Source: an optimization exercise on an open RTL-to-GDS flow (aim: small area). Production flows keep margins and buffers that such runs may drop. At most, simulation tests tie the RTL to the original design; equivalence was not proved.

==> build 97: inputs <==
Design pan_tilt_top, start of the top module:
module pan_tilt_top (
	input  logic clk,
	input  logic reset,
	input  logic in_valid,
	input  logic [11:0] x_com,
	input  logic [11:0] y_com,
	input  logic [11:0] x_light,
	input  logic [11:0] y_light,
	input  logic [11:0] height,
	output logic out_valid,
	output logic [7:0] pan,
	output logic [7:0] tilt
);
clock: 5.0 ns
lec_check: 0
abc_area: 1
cap_margin: 20
core_margin: 2
core_utilization: 40
slew_margin: 20
run.sh (not shown) runs the stock make flow with config.mk's settings and CLKGATE_MAP_FILE= SYNTH_SCRIPT=/design/flow/synth_recipe.tcl, a recipe that flattens the netlist after the stock synthesis.
==> inputs of trial 35, as changes to build 97 <==
--- a/flow/config.mk
+++ b/flow/config.mk
@@ -7,3 +7,2 @@
 export LEC_CHECK = 0
-export ABC_AREA = 1
 export CAP_MARGIN = 20
==> reports/qor.txt <==
Setup-failing EPs final: 16
Blocking Checks: setup timing
CTS Buf Count: 57
run status: complete, but fails checks
Skew-Pair Late Insertion Delay: 630 ps
setup ws final: -955 ps
largest net degree at the start of global routing: 26
slew margin rel.: 0.625
non-filler cells, final: 5,186
final core occ: 0.487
# the run above: build 97

==> reports/qor.txt <==
setup ws final: -1580 ps
final core occ: 0.509
non-filler cells, final: 4,804
Skew-Pair Late Insertion Delay: 620 ps
slew margin rel.: 0.554
Blocking Checks: setup timing
run status: complete, but fails checks
largest net degree at the start of global routing: 20
Setup-failing EPs final: 39
# the run above: trial 35

No run of this note included a check of the RTL's function; only the layout flow was run.

========
==> onyx: inputs <==
Another version of the RTL of pan_tilt_top (not shown whole).
clock: 5.0 ns
lec_check: 0
abc_area: 1
cap_margin: 20
core_margin: 2
core_utilization: 40
cts_cluster_diameter: 120
cts_cluster_size: 30
slew_margin: 20
standard.sh (not shown) runs the stock make flow with config.mk's settings and CLKGATE_MAP_FILE= SYNTH_SCRIPT=/design/flow/synth_recipe.tcl, a recipe that flattens the netlist after the stock synthesis.
==> flow/flow/run.sh <==
#!/bin/bash
set -euo pipefail
bash standard.sh ADDER_MAP_FILE= finish > flow_make.log 2>&1
==> zinc: changes against onyx <==
--- a/flow/design.v
+++ b/flow/design.v
@@ -542,13 +542,13 @@
 	assign pb7_s4 = ~py7_s4[8];
 	add_rca #(.W(14)) u_add19 (.a(px7_s4), .b({13'b0, (py7_s4[7:7] ^ {1{py7_s4[8]}})}), .ci(py7_s4[8]), .s(px8_s4));
 	add_sk #(.W(8)) u_add20 (.a(py7_s4[7:0]), .b(({1'b0, px7_s4[13:7]} ^ {8{~py7_s4[8]}})), .ci(~py7_s4[8]), .s(py8_s4));
 	assign pb8_s4 = ~py8_s4[7];
 	assign pX_s4 = px8_s4;
 	assign pa9_s4 = {2'b0, py8_s4[7]};
-	add_rca #(.W(7)) u_add21 (.a(py8_s4[6:0]), .b(({1'b0, px8_s4[13:8]} ^ {7{~py8_s4[7]}})), .ci(~py8_s4[7]), .s(py9_s4));
+	add_sk #(.W(7)) u_add21 (.a(py8_s4[6:0]), .b(({1'b0, px8_s4[13:8]} ^ {7{~py8_s4[7]}})), .ci(~py8_s4[7]), .s(py9_s4));
 	assign py9_q5 = ~py9_r5;
 	assign pX_q5 = ~pX_r5;
 	assign hcsa_s5_1 = height_r5[0] ^ height_r5[2];
 	assign hcsa_s5_2 = height_r5[0] & height_r5[2];
 	assign hcsa_s5_3 = height_r5[1] ^ height_r5[3] ^ height_r5[4];
 	assign hcsa_s5_4 = (height_r5[1] & height_r5[3]) | (height_r5[1] & height_r5[4]) | (height_r5[3] & height_r5[4]);
@@ -665,30 +665,30 @@
 	add_rca #(.W(27)) u_add22 (.a(hcsa_s5_113), .b(hcsa_s5_114), .ci(1'b0), .s(hcsa_s5_115));
 	assign hs_s5 = hcsa_s5_115[26:14];
 	assign pb9_s5 = ~py9_q5[6];
 	assign pa10_s5 = pa9_r5 + {2'b0, py9_q5[6]};
 	assign plo9_s5 = {1'b0, pX_q5[2:0]} + {1'b0, pa9_r5};
 	assign pc9_s5 = (&pX_q5[8:3]) & plo9_s5[3];
-	add_rca #(.W(6)) u_add23 (.a(py9_q5[5:0]), .b(({1'b0, pX_q5[13:9]} ^ {6{~py9_q5[6]}})), .ci(~(pc9_s5 ^ py9_q5[6])), .s(py10_s5));
+	add_sk #(.W(6)) u_add23 (.a(py9_q5[5:0]), .b(({1'b0, pX_q5[13:9]} ^ {6{~py9_q5[6]}})), .ci(~(pc9_s5 ^ py9_q5[6])), .s(py10_s5));
 	assign pb10_s5 = ~py10_s5[5];
 	assign pa11_s5 = pa10_s5 + {2'b0, py10_s5[5]};
 	assign plo10_s5 = {1'b0, pX_q5[2:0]} + {1'b0, pa10_s5};
 	assign pc10_s5 = (&pX_q5[9:3]) & plo10_s5[3];
-	add_rca #(.W(5)) u_add24 (.a(py10_s5[4:0]), .b(({1'b0, pX_q5[13:10]} ^ {5{~py10_s5[5]}})), .ci(~(pc10_s5 ^ py10_s5[5])), .s(py11_s5));
+	add_sk #(.W(5)) u_add24 (.a(py10_s5[4:0]), .b(({1'b0, pX_q5[13:10]} ^ {5{~py10_s5[5]}})), .ci(~(pc10_s5 ^ py10_s5[5])), .s(py11_s5));
 	assign pb11_s5 = ~py11_s5[4];
 	assign pa12_s5 = pa11_s5 + {2'b0, py11_s5[4]};
 	assign plo11_s5 = {1'b0, pX_q5[2:0]} + {1'b0, pa11_s5};
 	assign pc11_s5 = (&pX_q5[10:3]) & plo11_s5[3];
-	add_rca #(.W(5)) u_add25 (.a(py11_s5), .b(({2'b0, pX_q5[13:11]} ^ {5{~py11_s5[4]}})), .ci(~(pc11_s5 ^ py11_s5[4])), .s(py12_s5));
+	add_sk #(.W(5)) u_add25 (.a(py11_s5), .b(({2'b0, pX_q5[13:11]} ^ {5{~py11_s5[4]}})), .ci(~(pc11_s5 ^ py11_s5[4])), .s(py12_s5));
 	assign pX_q6 = ~pX_r6;
 	assign py12_q6 = ~py12_r6;
 	assign pb12_s6 = ~py12_q6[4];
 	assign pa13_s6 = pa12_r6 + {2'b0, py12_q6[4]};
 	assign plo12_s6 = {1'b0, pX_q6[2:0]} + {1'b0, pa12_r6};
 	assign pc12_s6 = (&pX_q6[11:3]) & plo12_s6[3];
-	add_rca #(.W(4)) u_add26 (.a(py12_q6[3:0]), .b(({2'b0, pX_q6[13:12]} ^ {4{~py12_q6[4]}})), .ci(~(pc12_s6 ^ py12_q6[4])), .s(py13_s6));
+	add_sk #(.W(4)) u_add26 (.a(py12_q6[3:0]), .b(({2'b0, pX_q6[13:12]} ^ {4{~py12_q6[4]}})), .ci(~(pc12_s6 ^ py12_q6[4])), .s(py13_s6));
 	assign pb13_s6 = ~py13_s6[3];
 	assign pa14_s6 = pa13_s6 + {2'b0, py13_s6[3]};
 	add_sk #(.W(14)) u_add27 (.a(pX_q6), .b({11'b0, pa14_s6}), .ci(1'b0), .s(px14_s6));
 	add_sk #(.W(14)) u_add28 (.a(px14_s6), .b({1'b0, hs_r6}), .ci(1'b0), .s(tx1_s6));
 	add_sk #(.W(15)) u_add29 (.a({1'b0, px14_s6}), .b(~{2'b0, hs_r6}), .ci(1'b1), .s(ty1_s6));
 	assign tx1_q7 = ~tx1_r7;
@@ -808,25 +808,25 @@
 	assign tb7_s10 = ~ty7_q10[9];
 	add_rca #(.W(15)) u_add43 (.a(tx7_q10), .b({13'b0, (ty7_q10[8:7] ^ {2{ty7_q10[9]}})}), .ci(ty7_q10[9]), .s(tx8_s10));
 	add_sk #(.W(9)) u_add44 (.a(ty7_q10[8:0]), .b(({1'b0, tx7_q10[14:7]} ^ {9{~ty7_q10[9]}})), .ci(~ty7_q10[9]), .s(ty8_s10));
 	assign tb8_s10 = ~ty8_s10[8];
 	assign tX_s10 = tx8_s10;
 	assign ta9_s10 = {2'b0, ty8_s10[8]};
-	add_rca #(.W(8)) u_add45 (.a(ty8_s10[7:0]), .b(({1'b0, tx8_s10[14:8]} ^ {8{~ty8_s10[8]}})), .ci(~ty8_s10[8]), .s(ty9_s10));
+	add_sk #(.W(8)) u_add45 (.a(ty8_s10[7:0]), .b(({1'b0, tx8_s10[14:8]} ^ {8{~ty8_s10[8]}})), .ci(~ty8_s10[8]), .s(ty9_s10));
 	assign tXh9_s10 = tX_s10[14:9];
 	assign tXa9_s10 = &tX_s10[8:3];
 	assign tXl9_s10 = tX_s10[2:0];
 	assign ty9_q11 = ~ty9_r11;
 	assign tXh9_q11 = ~tXh9_r11;
 	assign tXl9_q11 = ~tXl9_r11;
 	assign tX_s11 = {tXh9_q11, {6{tXa9_r11}}, tXl9_q11};
 	assign tb9_s11 = ~ty9_q11[7];
 	assign ta10_s11 = ta9_r11 + {2'b0, ty9_q11[7]};
 	assign tlo9_s11 = {1'b0, tX_s11[2:0]} + {1'b0, ta9_r11};
 	assign tc9_s11 = (&tX_s11[8:3]) & tlo9_s11[3];
-	add_rca #(.W(7)) u_add46 (.a(ty9_q11[6:0]), .b(({1'b0, tX_s11[14:9]} ^ {7{~ty9_q11[7]}})), .ci(~(tc9_s11 ^ ty9_q11[7])), .s(ty10_s11));
+	add_sk #(.W(7)) u_add46 (.a(ty9_q11[6:0]), .b(({1'b0, tX_s11[14:9]} ^ {7{~ty9_q11[7]}})), .ci(~(tc9_s11 ^ ty9_q11[7])), .s(ty10_s11));
 	assign tpcsa_s11_1 = tb2_r11 ^ tb3_r11;
 	assign tpcsa_s11_2 = tb2_r11 & tb3_r11;
 	assign tpcsa_s11_3 = tpcsa_s11_1 ^ tb4_r11 ^ tb6_r11;
 	assign tpcsa_s11_4 = (tpcsa_s11_1 & tb4_r11) | (tpcsa_s11_1 & tb6_r11) | (tb4_r11 & tb6_r11);
 	assign tpcsa_s11_5 = tpcsa_s11_2 ^ tb2_r11 ^ tb4_r11;
 	assign tpcsa_s11_6 = (tpcsa_s11_2 & tb2_r11) | (tpcsa_s11_2 & tb4_r11) | (tb2_r11 & tb4_r11);
@@ -891,22 +891,22 @@
 	add_sk #(.W(16)) u_add47 (.a(tpcsa_s11_63), .b(tpcsa_s11_64), .ci(1'b0), .s(tpcsa_s11_65));
 	assign tpart_s11 = tpcsa_s11_65;
 	assign tb10_s11 = ~ty10_s11[6];
 	assign ta11_s11 = ta10_s11 + {2'b0, ty10_s11[6]};
 	assign tlo10_s11 = {1'b0, tX_s11[2:0]} + {1'b0, ta10_s11};
 	assign tc10_s11 = (&tX_s11[9:3]) & tlo10_s11[3];
-	add_rca #(.W(6)) u_add48 (.a(ty10_s11[5:0]), .b(({1'b0, tX_s11[14:10]} ^ {6{~ty10_s11[6]}})), .ci(~(tc10_s11 ^ ty10_s11[6])), .s(ty11_s11));
+	add_sk #(.W(6)) u_add48 (.a(ty10_s11[5:0]), .b(({1'b0, tX_s11[14:10]} ^ {6{~ty10_s11[6]}})), .ci(~(tc10_s11 ^ ty10_s11[6])), .s(ty11_s11));
 	assign tb11_s11 = ~ty11_s11[5];
 	assign ta12_s11 = ta11_s11 + {2'b0, ty11_s11[5]};
 	assign tlo11_s11 = {1'b0, tX_s11[2:0]} + {1'b0, ta11_s11};
 	assign tc11_s11 = (&tX_s11[10:3]) & tlo11_s11[3];
-	add_rca #(.W(5)) u_add49 (.a(ty11_s11[4:0]), .b(({1'b0, tX_s11[14:11]} ^ {5{~ty11_s11[5]}})), .ci(~(tc11_s11 ^ ty11_s11[5])), .s(ty12_s11));
+	add_sk #(.W(5)) u_add49 (.a(ty11_s11[4:0]), .b(({1'b0, tX_s11[14:11]} ^ {5{~ty11_s11[5]}})), .ci(~(tc11_s11 ^ ty11_s11[5])), .s(ty12_s11));
 	assign tb12_s11 = ~ty12_s11[4];
 	assign tlo12_s11 = {1'b0, tX_s11[2:0]} + {1'b0, ta12_s11};
 	assign tc12_s11 = (&tX_s11[11:3]) & tlo12_s11[3];
-	add_rca #(.W(5)) u_add50 (.a(ty12_s11), .b(({2'b0, tX_s11[14:12]} ^ {5{~ty12_s11[4]}})), .ci(~(tc12_s11 ^ ty12_s11[4])), .s(ty13_s11));
+	add_sk #(.W(5)) u_add50 (.a(ty12_s11), .b(({2'b0, tX_s11[14:12]} ^ {5{~ty12_s11[4]}})), .ci(~(tc12_s11 ^ ty12_s11[4])), .s(ty13_s11));
 	assign ty13_q12 = ~ty13_r12;
 	assign tb13_s12 = ~ty13_q12[4];
 	assign tqcsa_s12_1 = tb11_r12 ^ tb12_r12;
 	assign tqcsa_s12_2 = tb11_r12 & tb12_r12;
 	assign tqcsa_s12_3 = tb10_r12 ^ tb12_r12;
 	assign tqcsa_s12_4 = tb10_r12 & tb12_r12;
==> summary.txt <==
| quantity | onyx | zinc |
|---|---|---|
| Result of the run | finished clean | finished clean |
| Initial cell density of the core | 0.403 | 0.402 |
| Total buffers and inverters traversed by the critical path | 4 | 5 |
| Total Die Area | 83400 sq um | 84600 sq um |
| Simple-gate portion of the synthesized area | 0.360 | 0.376 |
| Startpoint of the lowest-slack hold path | height_r4[11] | tb1_r10 |
| Overall via count from detail_route | 27100 | 28000 |
| GRT Total Usage | 0.157 | 0.159 |
| Final HPWL DP | 53200 um | 54900 um |
| Distinct cell type count after synthesis | 73 | 68 |
| Post-synth net total | 4916 | 5158 |
Function not checked in onyx: the RTL went through the layout flow alone.

## afterwards: timing with drivers on the ports
The results above use ideal ports. As a check the final layouts listed here were re-extracted and re-timed, cells and wires unchanged. Step 1 sets driving cells, clkbuf_16 on the clock port and buf_2 on the other inputs (assumed; they add their load-dependent delay and slew). Step 2, shift: input delay + t, output delay - t, t = (earliest + latest rising clock arrival at the registers) / 2. This alone moves slack from input paths to output paths. Slacks: ideal ports / drivers / drivers and shift; pairs: ideal ports / drivers.
| run | shift t [ns] | slack for setup (ns) | clock arrival spread, ns | worst register clock-pin slew, ns | worst data-port slew with drivers (ns) |
|---|---|---|---|---|---|
| build 97 | 0.685 | -0.955 / -0.955 / -0.955 | 0.036 / 0.036 | 0.07 / 0.07 | 0.04 |
| trial 35 | 0.673 | -1.576 / -1.576 / -1.576 | 0.028 / 0.027 | 0.07 / 0.07 | 0.05 |
| onyx | 0.640 | 0.384 / 0.324 / -0.088 | 0.052 / 0.052 | 0.12 / 0.12 | 0.05 |
| zinc | 0.653 | 0.368 / 0.306 / 0.109 | 0.025 / 0.025 | 0.12 / 0.12 | 0.05 |
Met with ideal ports but missed after step 2: setup timing in onyx. The setup slack of onyx, which loses most, moves by -0.060 ns with the drivers and by -0.472 ns with both steps.
